This is an optimization exercise on Yosys and OpenROAD, whose aim is small area and few clock cycles, not a production implementation. Only simulation tests tie the RTL to the original design; equivalence was not proved. No activity file was given, so power comes from the tool's default toggle rates.

File: design/flow/run.sh
#!/bin/bash
# synth_recipe.tcl (not shown) runs the flow's synth.tcl, then flattens the netlist and writes it again
# the make line also repeats each setting of config.mk as NAME=value (left out here)
make -C /OpenROAD-flow-scripts/flow DESIGN_CONFIG=/design/flow/config.mk WORK_HOME=/design/flow/orfs CLKGATE_MAP_FILE= SYNTH_SCRIPT=/design/flow/synth_recipe.tcl finish
File: design/flow/constraint.sdc
create_clock -name core_clock -period 10.0 [get_ports {clk}]
set_input_delay 2.0000 -clock core_clock [delete_from_list [all_inputs] [get_ports {clk}]]
set_output_delay 2.0000 -clock core_clock [all_outputs]
set_load 0.01 [all_outputs]
File: design/flow/config.mk
export PLATFORM = sky130hd
export DESIGN_NAME = nonogram_solver
export DESIGN_NICKNAME = nonogram_solver
export VERILOG_FILES = /design/flow/design.v
export SDC_FILE = /design/flow/constraint.sdc
export NUM_CORES = 4
export LEC_CHECK = 0
export CAP_MARGIN = 20
export CORE_MARGIN = 2
export CORE_UTILIZATION = 40
export SLEW_MARGIN = 20
File: design/flow/design.v
package nonogram_pkg;
    localparam int MAX_DIM    = 8;
    localparam int NUM_LINES  = 2 * MAX_DIM;     
    localparam int LINE_IDX_W = 4;
    localparam int DIM_W      = 4;               
    typedef logic [MAX_DIM-1:0] pattern_t;
    typedef logic [LINE_IDX_W-1:0] line_idx_t;
    typedef logic [MAX_DIM*MAX_DIM-1:0] board_t;
    typedef struct packed {
        pattern_t known;
        pattern_t assigned;
    } line_view_t;
    typedef struct packed {
        line_idx_t line;
        pattern_t  ones;     
        pattern_t  zeros;    
    } line_update_t;
endpackage
module board_state (
    input  logic                      clk,
    input  logic                      rst,
    input  logic                      start,
    input  logic [3:0]                num_rows,
    input  logic [3:0]                num_cols,
    input  nonogram_pkg::line_idx_t    view_line,
    input  nonogram_pkg::line_update_t upd,
    input  logic                      upd_valid,
    output nonogram_pkg::line_view_t   view,
    output nonogram_pkg::board_t       known,
    output nonogram_pkg::board_t       assigned,
    output logic                      complete
);
    localparam int MAX_DIM = nonogram_pkg::MAX_DIM;
    localparam int POS_W   = $clog2(MAX_DIM);
    nonogram_pkg::board_t act;         
    nonogram_pkg::board_t set_ones;
    nonogram_pkg::board_t set_zeros;
    logic [MAX_DIM-1:0][MAX_DIM-1:0] known_t;
    logic [MAX_DIM-1:0][MAX_DIM-1:0] assigned_t;
    logic                    view_is_row;
    nonogram_pkg::line_idx_t view_col;
    logic [POS_W-1:0]        view_pos;      
    logic                    upd_is_row;
    nonogram_pkg::line_idx_t upd_col;
    logic [POS_W-1:0]        upd_pos;
    assign view_is_row = view_line < num_rows;
    assign view_col    = view_line - num_rows;
    assign view_pos    = view_is_row ? view_line[POS_W-1:0] : view_col[POS_W-1:0];
    assign upd_is_row  = upd.line < num_rows;
    assign upd_col     = upd.line - num_rows;
    assign upd_pos     = upd_is_row ? upd.line[POS_W-1:0] : upd_col[POS_W-1:0];
    for (genvar r = 0; r < MAX_DIM; r++) begin : g_row
        for (genvar c = 0; c < MAX_DIM; c++) begin : g_col
            assign known_t[c][r]      = known[r*MAX_DIM + c];
            assign assigned_t[c][r]   = assigned[r*MAX_DIM + c];
            assign act[r*MAX_DIM + c] = (num_rows > r) && (num_cols > c);
        end
    end
    always_comb begin
        if (view_is_row) begin
            view.known    = known[view_pos*MAX_DIM +: MAX_DIM];
            view.assigned = assigned[view_pos*MAX_DIM +: MAX_DIM];
        end else begin
            view.known    = known_t[view_pos];
            view.assigned = assigned_t[view_pos];
        end
    end
    always_comb begin
        set_ones  = '0;
        set_zeros = '0;
        for (int i = 0; i < MAX_DIM; i++) begin
            if (upd_is_row) begin
                set_ones[upd_pos*MAX_DIM + i]  = upd.ones[i];
                set_zeros[upd_pos*MAX_DIM + i] = upd.zeros[i];
            end else begin
                set_ones[i*MAX_DIM + upd_pos]  = upd.ones[i];
                set_zeros[i*MAX_DIM + upd_pos] = upd.zeros[i];
            end
        end
        set_ones  = set_ones & act;
        set_zeros = set_zeros & act;
    end
    always_ff @(posedge clk) begin
        if (rst || start) begin
            known    <= '0;
            assigned <= '0;
        end else if (upd_valid) begin
            known    <= known | set_ones | set_zeros;
            assigned <= (assigned | set_ones) & ~set_zeros;
        end
    end
    assign complete = &(known | ~act);
endmodule
module option_filter #(
    parameter int COUNT_W = 7
) (
    input  logic                                          clk,
    input  logic                                          rst,
    input  logic                                          start,
    input  logic [nonogram_pkg::NUM_LINES-1:0][COUNT_W-1:0] counts,
    input  nonogram_pkg::pattern_t                         in_word,
    input  logic                                          in_valid,
    output logic                                          in_ready,
    output nonogram_pkg::pattern_t                         out_word,
    output logic                                          out_valid,
    input  logic                                          out_ready,
    output nonogram_pkg::line_idx_t                        view_line,
    input  nonogram_pkg::line_view_t                       view,
    input  logic                                          complete,
    output nonogram_pkg::line_update_t                     upd,
    output logic                                          upd_valid,
    output logic                                          solved
);
    localparam int NUM_LINES  = nonogram_pkg::NUM_LINES;
    localparam int LINE_IDX_W = nonogram_pkg::LINE_IDX_W;
    localparam logic [1:0] IDLE   = 2'd0;
    localparam logic [1:0] HEADER = 2'd1;
    localparam logic [1:0] FILTER = 2'd2;
    localparam logic [1:0] WRITE  = 2'd3;
    logic [1:0] state;
    logic [NUM_LINES-1:0][COUNT_W-1:0] count_tab;   
    nonogram_pkg::line_idx_t cur_line;
    logic [COUNT_W-1:0]      left;        
    logic [COUNT_W-1:0]      kept;        
    logic                    single;      
    nonogram_pkg::pattern_t  ones_acc;
    nonogram_pkg::pattern_t  zeros_acc;
    nonogram_pkg::line_idx_t hdr_line;
    logic [COUNT_W-1:0]      hdr_count;
    logic                    out_free;
    logic                    in_fire;
    logic                    clash;
    logic                    push;
    assign hdr_line  = in_word[LINE_IDX_W-1:0];
    assign hdr_count = count_tab[hdr_line];
    assign out_free = !out_valid || out_ready;
    assign in_ready = out_free && (state == FILTER || (state == HEADER && !complete));
    assign in_fire  = in_valid && in_ready;
    assign clash = |((in_word ^ view.assigned) & view.known);
    assign push = in_fire &&
                  (state == HEADER || (state == FILTER && !single && !clash));
    assign view_line = cur_line;
    assign upd_valid = (state == WRITE);
    assign upd = {cur_line, ones_acc & ~zeros_acc, zeros_acc & ~ones_acc};
    always_ff @(posedge clk) begin
        if (rst) begin
            state     <= IDLE;
            out_valid <= 1'b0;
            solved    <= 1'b0;
        end else begin
            if (push) begin
                out_valid <= 1'b1;
            end else if (out_ready) begin
                out_valid <= 1'b0;
            end
            case (state)
                IDLE: begin
                    if (start) begin
                        state  <= HEADER;
                        solved <= 1'b0;
                    end
                end
                HEADER: begin
                    if (complete) begin
                        solved <= 1'b1;      
                        state  <= IDLE;
                    end else if (in_fire && hdr_count != '0) begin
                        state <= FILTER;
                    end
                end
                FILTER: begin
                    if (in_fire && left == 1) begin
                        state <= WRITE;
                    end
                end
                WRITE: state <= HEADER;      
                default: state <= IDLE;
            endcase
        end
    end
    always_ff @(posedge clk) begin
        if (push) begin
            out_word <= in_word;
        end
        if (state == IDLE && start) begin
            count_tab <= counts;
        end
        if (state == WRITE) begin
            count_tab[cur_line] <= kept;
        end
        if (state == HEADER && in_fire) begin
            cur_line  <= hdr_line;
            left      <= hdr_count;
            single    <= (hdr_count == 1);
            kept      <= '0;
            ones_acc  <= '1;
            zeros_acc <= '1;
        end
        if (state == FILTER && in_fire) begin
            left <= left - 1'b1;
            if (single || !clash) begin
                ones_acc  <= ones_acc & in_word;
                zeros_acc <= zeros_acc & ~in_word;
            end
            if (push) begin
                kept <= kept + 1'b1;
            end
        end
    end
endmodule
module nonogram_solver (
    input  logic          clk,
    input  logic          rst,
    input  logic          start,
    input  logic [3:0]    num_rows,
    input  logic [3:0]    num_cols,
    input  logic [111:0]  counts,        
    input  logic [7:0]    in_word,
    input  logic          in_valid,
    output logic          in_ready,
    output logic [7:0]    out_word,
    output logic          out_valid,
    input  logic          out_ready,
    output logic [63:0]   known,
    output logic [63:0]   assigned,
    output logic          solved
);
    localparam int COUNT_W = 7;
    nonogram_pkg::line_idx_t    view_line;
    nonogram_pkg::line_view_t   view;
    nonogram_pkg::line_update_t upd;
    logic                       upd_valid;
    logic                       complete;
    option_filter #(
        .COUNT_W(COUNT_W)
    ) u_filter (
        .clk       (clk),
        .rst       (rst),
        .start     (start),
        .counts    (counts),
        .in_word   (in_word),
        .in_valid  (in_valid),
        .in_ready  (in_ready),
        .out_word  (out_word),
        .out_valid (out_valid),
        .out_ready (out_ready),
        .view_line (view_line),
        .view      (view),
        .complete  (complete),
        .upd       (upd),
        .upd_valid (upd_valid),
        .solved    (solved)
    );
    board_state u_board (
        .clk       (clk),
        .rst       (rst),
        .start     (start),
        .num_rows  (num_rows),
        .num_cols  (num_cols),
        .view_line (view_line),
        .upd       (upd),
        .upd_valid (upd_valid),
        .view      (view),
        .known     (known),
        .assigned  (assigned),
        .complete  (complete)
    );
endmodule
==> run summary <==
core footprint=46260 sq um; max_slew headroom=0.1616; FP Rows=79; critical path depth=10; Final min period=8.221 ns; crit-path most repeated cell=clkdlybuf4s50_1; Clock Latency Late Sink=0.60 ns; setup violators final=0; Yosys top cell by area=dfxtp_1; Syn Inst Count=2250; die area=48400 sq um; worst path cell trace=clkdlybuf4s50_1 -> nor2_1 -> o32ai_1 -> o31ai_1 -> o2111ai_1 -> nor4_1 -> nand3_1 -> a21o_1 -> and2_1 -> clkdlybuf4s50_1; Pleak=8.350 nW; DR WL/cell=36.22 um; NetSw=1.868 mW; top sig layer=met5; largest stage delay on the critical path=0.92 ns; WL final=112000 um; buffer and inverter count on the worst path=2; post_cts resized=0; clock slew at reported path FFs=0.06 ns; Worst R2R Path Depth=14; DR DRC count=0; RSZ-0062 raised after global routing=false; post-route clock period utilization=0.8221; FF-to-FF setup slack=3.62 ns; clock power share=0.273; outcome=complete, no violations; Reg2Reg Launch Point=u_filter.cur_line[1]; combinational share of power=0.378; FF+latch area=5946 sq um; dpl hpwl=84100 um; TritonCTS clock tree=built; # IOs=272; critical path's slowest cell=nor2_1; met3 WL=14330 um; Power Internal=2.784 mW; WL met2=46110 um; Vias=21911; Commonest cells post-synth=dfxtp_1, nor2_1, mux2i_1; CTS root buffer=clkbuf_16; clock buffer count from CTS=34; Final nets=2615; Net Sw Frac=0.4016; crit path capture type=output pin; VDD IR max=150.5 uV; Power Density=200.8 nW/um^2; Fillers=4501; Seq pwr share=0.348; antenna violations before repair=3; synth top area cells=dfxtp_1, mux2i_1, nor2_1; largest net degree at the start of global routing=80; Top delay family on crit path=simple AND/OR/NAND/NOR gates; cts-stage hold buffer count=0; share of cells above drive strength 1=0.09706; synth unique cells=95; critical setup path kind=in2out; crit path capture=in_ready; critical path required time=8.00 ns; CTS H-tree depth=2; sequential element share of the synthesized area=0.3186; Metal-1 WL=42020 um; synth-to-layout area growth=24.13%; post-synth top area share=0.2864; Crit Reg-Reg Endpoint=u_board.known[18]; area taken by multi-input logic gates=11910 sq um; HP Start=u_filter.zeros_acc[0]; most instantiated library cell after synthesis=dfxtp_1; Final Hold Viols=0; clock sink count=287; Synthesized Nets=2406; vias in the first global route=20264; Top FF cell, synth=dfxtp_1; syn avg cell area=8.295 sq um; Setup Fix Bufs, Post-CTS=0; initial core utilization=0.4034; Fin Hold WS=0.4777 ns; asr flop ratio synth=0; vias per std cell=7.084; critical path startpoint category=input pin; total grt overflow=0; maximum fanout along the worst path=13; Worst EP arrival=6.22 ns; buffer depth of the longest clock path=3; clk_skew=0.04125 ns; setup TNS=0 ns; Die H=220 um; worst-margin pin slew=1.258 ns; Yosys reg bits=287; First-pass DRT Iterations=7; Min-Delay Path Class=reg2reg; Synth Warn #=2; Die X-Extent=220 um; Initial DRC Count=3438; first-pass GRT wire length=154400 um; EDFF count, synth=20; Antenna Nets Post-Route=0; max-cap violation count=0; Cell Area, Synth=18660 sq um; Slew Viols, Final=0; Port Buffers=271; crit path launch=num_cols[3]; GP Congestion=1.053; GRT Overall Usage=0.4535; Fmax=121.6 MHz
-- sequential cells by signal, indices dropped and copies added (netlist names), 4 cells and up --
signal / cells
u_board.known: 64
u_board.assigned: 64
u_filter.count_tab: 112
u_filter.out_word: 8
u_filter.cur_line: 4
u_filter.kept: 7
u_filter.zeros_acc: 8
u_filter.ones_acc: 8
u_filter.left: 7
-- power groups by stage --
stage	clock network (mW)	logic [mW]	registers [mW]
6_report	1.27	1.76	1.62
3_3_place_gp	0	1.65	1.61
5_1_grt	1.32	1.81	1.64
3_5_place_dp	0	1.67	1.63
2_1_floorplan	0	1.07	1.56
4_1_cts	1.27	1.67	1.61
-- metrics by stage --
stage,power [mW],cells,cell area [sq um],util,setup WS (ns)
floorplan,2.631,2250,18660,-,3.436
global route,4.771,3091,23160,0.5007,1.758
finish,4.652,3093,23170,0.5008,1.779
detailed placement,3.298,3030,22010,0.4758,1.764
global placement,3.255,3030,22000,0.4756,1.820
CTS,4.555,3090,23130,0.4999,1.729
-- cells in the final DEF, fill, tap and decap left out, types with 12 or more instances in the layout --
cell type,synthesis,final
a22oi_1,69,69
a22o_1,20,20
nor2b_1,12,12
dfxtp_1,267,267
nor3_1,144,138
a32oi_1,14,14
o22ai_1,106,106
mux4_2,39,39
buf_4,6,75
nor2_1,247,241
ha_1,22,20
a211oi_1,29,29
nor4_1,17,16
xnor2_1,13,13
clkdlybuf4s50_1,0,268
inv_1,42,42
a21oi_1,113,113
nand2b_1,34,34
o31a_1,23,23
nand3_1,73,73
clkbuf_16,0,35
nand2_1,164,162
a31oi_1,36,36
and3_1,13,13
o21ai_0,101,101
xor2_1,40,40
mux2_2,18,18
mux2i_1,170,170
edfxtp_1,20,20
-- worst min-delay path by stage --
stage,end,slack (ns),cells after the start
6_report,u_filter.zeros_acc[0],0.48,1
5_1_grt,u_filter.zeros_acc[0],0.50,1
4_1_cts,u_filter.zeros_acc[0],0.48,1
3_5_place_dp,u_filter.zeros_acc[0],0.46,1
3_3_place_gp,u_filter.zeros_acc[0],0.46,1
2_1_floorplan,u_filter.zeros_acc[0],0.44,1
-- worst register-to-register path, delay by kind of cell (launching register included) --
family | cells | cell delay (ns)
buffers and inverters | 4 | 1.81
AND/OR/NAND/NOR | 5 | 2.40
adder cells (fa/ha/maj) | 2 | 0.86
flip-flops | 1 | 0.42
AO/OA/AOI/OAI | 3 | 0.81
-- routing by layer --
| layer | global-route usage | vias to the layer above |
|---|---|---|
| met5 | 0 | - |
| met4 | 0.3121 | 2 |
| met3 | 0.1201 | 480 |
| met2 | 0.6599 | 1929 |
| met1 | 0.5838 | 10560 |
| li1 | - | 8940 |
-- area by class of cell --
type,count,share of cell area
Antenna cell,3,0.0003241
Clock buffer,46,0.04089
Clock inverter,14,0.007345
Inverter,45,0.007291
Multi-Input combinational cell,1745,0.5140
Sequential cell,287,0.2567
Tap cell,607,0.03278
Timing Repair Buffer,346,0.1408
-- kinds of logic (layout without fill, tap and decap cells) --
family / Yosys count / after routing / synth area share
other cells: 0 / 3 / 0
fa+ha+maj: 23 / 23 / 0.01582
compound gates: 664 / 664 / 0.2456
xor+xnor: 53 / 53 / 0.02487
flops: 287 / 287 / 0.3186
buf+inv: 218 / 451 / 0.04961
mux: 229 / 229 / 0.1505
simple gates: 776 / 776 / 0.1950
Testbench counts, summed over its fixed seeds: cycles 109,206.

==> separate check: timing with driven ports <==
The results above use ideal ports. As a check the final layout listed here was re-extracted and re-timed, cells and wires unchanged.
Step 1 sets driving cells, clkbuf_16 on the clock port and buf_2 on the other inputs (assumed; they add their load-dependent delay and slew).
Step 2, shift: input delay + t, output delay - t, t = (earliest + latest rising clock arrival at the registers) / 2. This alone moves slack from input paths to output paths.
Three values: ideal ports, drivers, drivers and shift; two values: the first two.
t, ns: 0.645
setup WS [ns]: 1.779 / 1.754 / 1.476
hold slack, ns: 0.478 / 0.478 / 0.478
worst register clock-pin slew, ns: 0.07 / 0.07
After both steps this run still meets setup and hold. The setup slack of this run moves by -0.025 ns with the drivers and by -0.303 ns with both steps.
